From an optimization exercise on the open Yosys and OpenROAD flow, aimed at small area, a short achievable clock period and few clock cycles; shortcuts taken in it are not production practice. Power figures rest on the tool's default switching activity, not on a simulated workload.

== AL ==
Design rc_frame_drive_command, start of the top module:
module rc_frame_drive_command (
    input  logic        clk,
    input  logic        rst_n,
    input  logic        rx_valid,
    output logic        rx_ready,
    input  logic [7:0]  rx_byte,
    input  logic        rx_buffer_end,
    input  logic        rx_quick_stop_enabled,
    output logic        cmd_valid,
    input  logic        cmd_ready,
    output logic        cmd_frame_valid,
    output logic signed [9:0] cmd_linear_velocity,
    output logic signed [9:0] cmd_angular_velocity,
    output logic        cmd_manual_mode,
    output logic        cmd_startup_set,
    output logic [2:0]  cmd_startup_value,
    output logic [1:0]  cmd_stop_code,
    input  logic        cfg_we,
    input  logic [7:0]  cfg_wdata
);
    localparam logic [1:0] C4_DOWN = 2'd1;
    localparam logic [1:0] C4_UP   = 2'd2;
    localparam logic [1:0] C4_MID  = 2'd3;
    localparam logic [1:0] S11_MID  = 2'd0;
    localparam logic [1:0] S11_UP   = 2'd1;
    localparam logic [1:0] S11_DOWN = 2'd2;
    logic [4:0] cnt;             
    logic       ok;              
    logic       rdy_n;           
    logic       cp, cp_qs;       
  ...
For scale: about 900 cells after synthesis, ~110 flip-flops, about 53 I/O pins.
==> flow/config.mk <==
export PLATFORM = sky130hd
export DESIGN_NAME = rc_frame_drive_command
export DESIGN_NICKNAME = rc_frame_drive_command
export VERILOG_FILES = /design/flow/design.v
export SDC_FILE = /design/flow/constraint.sdc
export NUM_CORES = 4
export LEC_CHECK = 0
export ABC_AREA = 1
export CAP_MARGIN = 20
export CORE_MARGIN = 2
export CORE_UTILIZATION = 40
export SLEW_MARGIN = 20
==> flow/constraint.sdc <==
create_clock -name core_clock -period 13.0 [get_ports {clk}]
set_input_delay 2.6000 -clock core_clock [delete_from_list [all_inputs] [get_ports {clk}]]
set_output_delay 2.6000 -clock core_clock [all_outputs]
set_load 0.01 [all_outputs]
standard.sh (not shown) runs the stock make flow with config.mk's settings and CLKGATE_MAP_FILE= SYNTH_SCRIPT=/design/flow/synth_recipe.tcl, a recipe that flattens the netlist after the stock synthesis.
==> flow/flow/run.sh <==
#!/bin/bash
# Standard synthesis and layout; ports are buffered with buf_2 cells and the
# layout's timing repair aims for extra setup slack (the clock period and
# constraints are unchanged).
set -euo pipefail
bash standard.sh synth > synth.log 2>&1
bash standard.sh "BUFFER_PORTS_ARGS=-buffer_cell sky130_fd_sc_hd__buf_2" SETUP_SLACK_MARGIN=9.5 finish > layout.log 2>&1
AL: done, clean on timing, DRC and antenna
Relative to AL, the following input files were edited for MS:
diff --git a/flow/design.v b/flow/design.v
--- a/flow/design.v
+++ b/flow/design.v
@@ -124,45 +124,49 @@
                 else
                     s11p <= S11_MID;
             end
         end
     end
     logic        d_init, d_step, d_corr, d_op;
     logic [10:0] wsrc, wnew;
-    logic        neg;
+    logic [11:0] x;
+    logic        xneg;
+    logic [10:0] w;
+    logic [8:0]  xin, xinc, yinc;
     logic [8:0]  th1, th2, k0, k1, k2, kk;
-    logic [8:0]  xin, kq, yinc;
-    logic [7:0]  aconst;
-    logic        ge1, ge2, ci;
-    logic [8:0]  rem_n, rem_i;
+    logic        ge1, ge2, sgn, neg_corr;
+    logic [8:0]  rem_n;
     always_comb begin
         d_init = op_init;
         d_corr = op_corr;
         d_op   = op_any;
         d_step = op_any & ~op_init & ~op_corr;
         wsrc   = sel_s ? ws : wt;
-        neg   = sel_s ? (wsrc >= 11'd938) : (wsrc >= 11'd1001);
-        rem_i = (wsrc[10:8] == 3'd7) ? 9'd3 : 9'(wsrc[10:8] * 6'd50);
-        case ({d_corr, wsrc[10]})
-            2'b00:   begin th1 = 9'd174; th2 = 9'd347; k0 = 9'd0;  k1 = 9'(-347); k2 = 9'(-694); end
-            2'b01:   begin th1 = 9'd149; th2 = 9'd322; k0 = 9'd50; k1 = 9'(-297); k2 = 9'(-644); end
-            2'b10:   begin th1 = 9'd0;   th2 = 9'd33;  k0 = 9'd0;  k1 = 9'd0;      k2 = 9'd0;      end
-            default: begin th1 = 9'd0;   th2 = 9'd32;  k0 = 9'd0;  k1 = 9'd0;      k2 = 9'd0;      end
+        sgn    = wsrc[8];        
+        x    = {1'b0, wsrc} - (sel_s ? 12'd938 : 12'd1001);
+        xneg = x[11];
+        w    = x[10:0] ^ {11{xneg}};
+        case ({d_corr, sel_s, d_corr ? sgn : wsrc[10]})
+            3'b000, 3'b010: begin th1 = 9'd174; th2 = 9'd347; k0 = 9'd0;  k1 = 9'(-347); k2 = 9'(-694); end
+            3'b001, 3'b011: begin th1 = 9'd149; th2 = 9'd322; k0 = 9'd50; k1 = 9'(-297); k2 = 9'(-644); end
+            3'b100:         begin th1 = 9'd174; th2 = 9'd347; k0 = 9'd0;  k1 = 9'd0;      k2 = 9'd0;      end
+            3'b101:         begin th1 = 9'd124; th2 = 9'd297; k0 = 9'd0;  k1 = 9'd0;      k2 = 9'd0;      end
+            3'b110:         begin th1 = 9'd147; th2 = 9'd320; k0 = 9'd0;  k1 = 9'd0;      k2 = 9'd0;      end
+            default:        begin th1 = 9'd151; th2 = 9'd324; k0 = 9'd0;  k1 = 9'd0;      k2 = 9'd0;      end
         endcase
         ge1 = rem >= th1;
         ge2 = rem >= th2;
         kk  = ge2 ? k2 : ge1 ? k1 : k0;
         rem_n = {rem[7:0], 1'b0} + kk;
-        aconst = (sel_s ? 8'd135 : 8'd144) + {7'd0, wsrc[10]};
-        xin  = wsrc[8:0] ^ {9{d_corr}};
-        kq   = d_corr ? {1'b0, aconst} : 9'd0;
-        ci   = ge2 ^ d_corr;
-        yinc = xin + kq + {8'd0, ci};
+        neg_corr = d_corr & sgn;
+        xin  = {wsrc[8] & ~d_corr, wsrc[7:0]} ^ {9{neg_corr}};
+        xinc = xin + 9'd1;
+        yinc = (ge2 ^ neg_corr) ? xinc : xin;
         if (d_init)
-            wnew = {wsrc[7:0], neg, 1'b0, (wsrc[10:8] == 3'd7)};
+            wnew = {w[7:0], 2'b00, ~xneg};
         else
             wnew = {wsrc[9], yinc, ge1 & ~ge2 & ~d_corr};
     end
     always_ff @(posedge clk) begin
         if (fire) begin
             if (cnt == 5'd2)
                 wt[4:0] <= rx_byte[7:3];
@@ -175,15 +179,15 @@
             if (d_op) begin
                 if (sel_s)
                     ws <= wnew;
                 else
                     wt <= wnew;
             end
             if (d_init) begin
-                rem <= rem_i;
+                rem <= 9'(w[10:8] * 6'd50);
             end else if (d_step)
                 rem <= rem_n;
         end
     end
     logic [1:0] c4_new;
     logic [8:0] thrm;
     logic [7:0] at, as;
@@ -195,24 +199,28 @@
         as   = hs[7:0] ^ {8{hs[8]}};
         get  = ($signed({2'b00, at}) + $signed({~thrm[8], ~thrm}) + $signed({9'd0, ht[8]})) >= 0;
         ges  = ($signed({2'b00, as}) + $signed({~thrm[8], ~thrm}) + $signed({9'd0, hs[8]})) >= 0;
     end
     always_ff @(posedge clk or negedge rst_n) begin
         if (!rst_n) begin
             thr  <= 8'd10;
+            ht   <= '0;
+            hs   <= '0;
             c4h  <= C4_MID;
             sw9h <= 1'b0;
             sset_n <= 1'b0;
             sval_x <= 3'd0;
             lin  <= '0;
             ang  <= '0;
         end else begin
             if (cfg_we)
                 thr <= cfg_wdata;
             if (c1 && ok) begin
+                ht   <= wt[9:1];
+                hs   <= ws[9:1];
                 c4h  <= c4p;
                 sw9h <= sw9p;
                 case (s11p)
                     S11_MID:  begin sset_n <= 1'b0; sval_x <= 3'd0; end   
                     S11_DOWN: begin sset_n <= 1'b0; sval_x <= 3'd3; end   
                     default: begin
                         sset_n <= sval_x[2];
@@ -223,20 +231,14 @@
             if (cp2 && sw9h) begin
                 lin <= get ? {ht[8], ht} + {ht, 1'b0} : '0;
                 ang <= ges ? {hs, 1'b0} : '0;
             end
         end
     end
     always_ff @(posedge clk) begin
-        if (c1 && ok) begin
-            ht <= wt[9:1];
-            hs <= ws[9:1];
-        end
-    end
-    always_ff @(posedge clk) begin
         if (c1) begin
             fv_o   <= ok;
             stop_o <= cp_qs ? c4_new : 2'd0;
         end
     end
     assign rx_ready             = ~rdy_n;
     assign cmd_valid            = cv;
### Flow results
AL closes out successfully: all stages finished, all timing, DRC and antenna checks passed.
MS ended with every stage complete and zero timing, DRC or antenna violations.
Fmax, MS and AL: larger value in AL
On aggregate routed wire length: between MS and AL, it ends up lower for AL.
Total power: MS > AL
Register-to-register slack in MS is 0.25 ns lower than in AL
Changes observed in MS relative to AL: number of port buffers level; layout-stage area growth over the synthesis result moved up; minimum setup slack in the final design moved down; number of antenna violations at the first check in global routing level.
DRC marker count from the first detailed-route iteration: MS worse than AL
Summary — final area, MS relative to AL: higher, by about 5.5%.
Going from AL to MS, number of instances resized during post-cts repair higher; detailed-placement wirelength estimate higher.
AL reports its critical path class as register to output pin while MS reports register to register.
MS ended up with sky130_fd_sc_hd__edfxtp_1 as its critical path's slowest cell; AL ended up with sky130_fd_sc_hd__dfrtp_1.
No run of this note included a check of the RTL's function; only the layout flow was run.

afterwards: timing with drivers on the ports:
No port has a modelled driver above. Below, the same layouts with a new extraction and two added sets of constraints. Step 1, drivers: a clkbuf_16 drives clk and a buf_2 each remaining input, both assumed. Step 2 adds t to the input delays and takes it off the output delays; t is the mean of the earliest and latest rising clock arrival at the registers after step 1. Input paths then give back, and output paths get back, about the clock's delay inside the block. Slacks: no drivers / after step 1 / after step 2; pairs: no drivers / after step 1.
run	shift t [ns]	setup WS [ns]	hold WS [ns]	latest minus earliest clock arrival (ns)	worst register clock-pin slew, ns
AL	0.399	9.474 / 9.432 / 9.220	0.457 / 0.457 / 0.457	0.010 / 0.010	0.08 / 0.08
MS	0.391	9.301 / 9.301 / 9.215	0.461 / 0.461 / 0.461	0.016 / 0.016	0.08 / 0.08
After both steps setup and hold are still met in every run listed. The setup slack of AL, which loses most, moves by -0.042 ns with the drivers and by -0.254 ns with both steps.
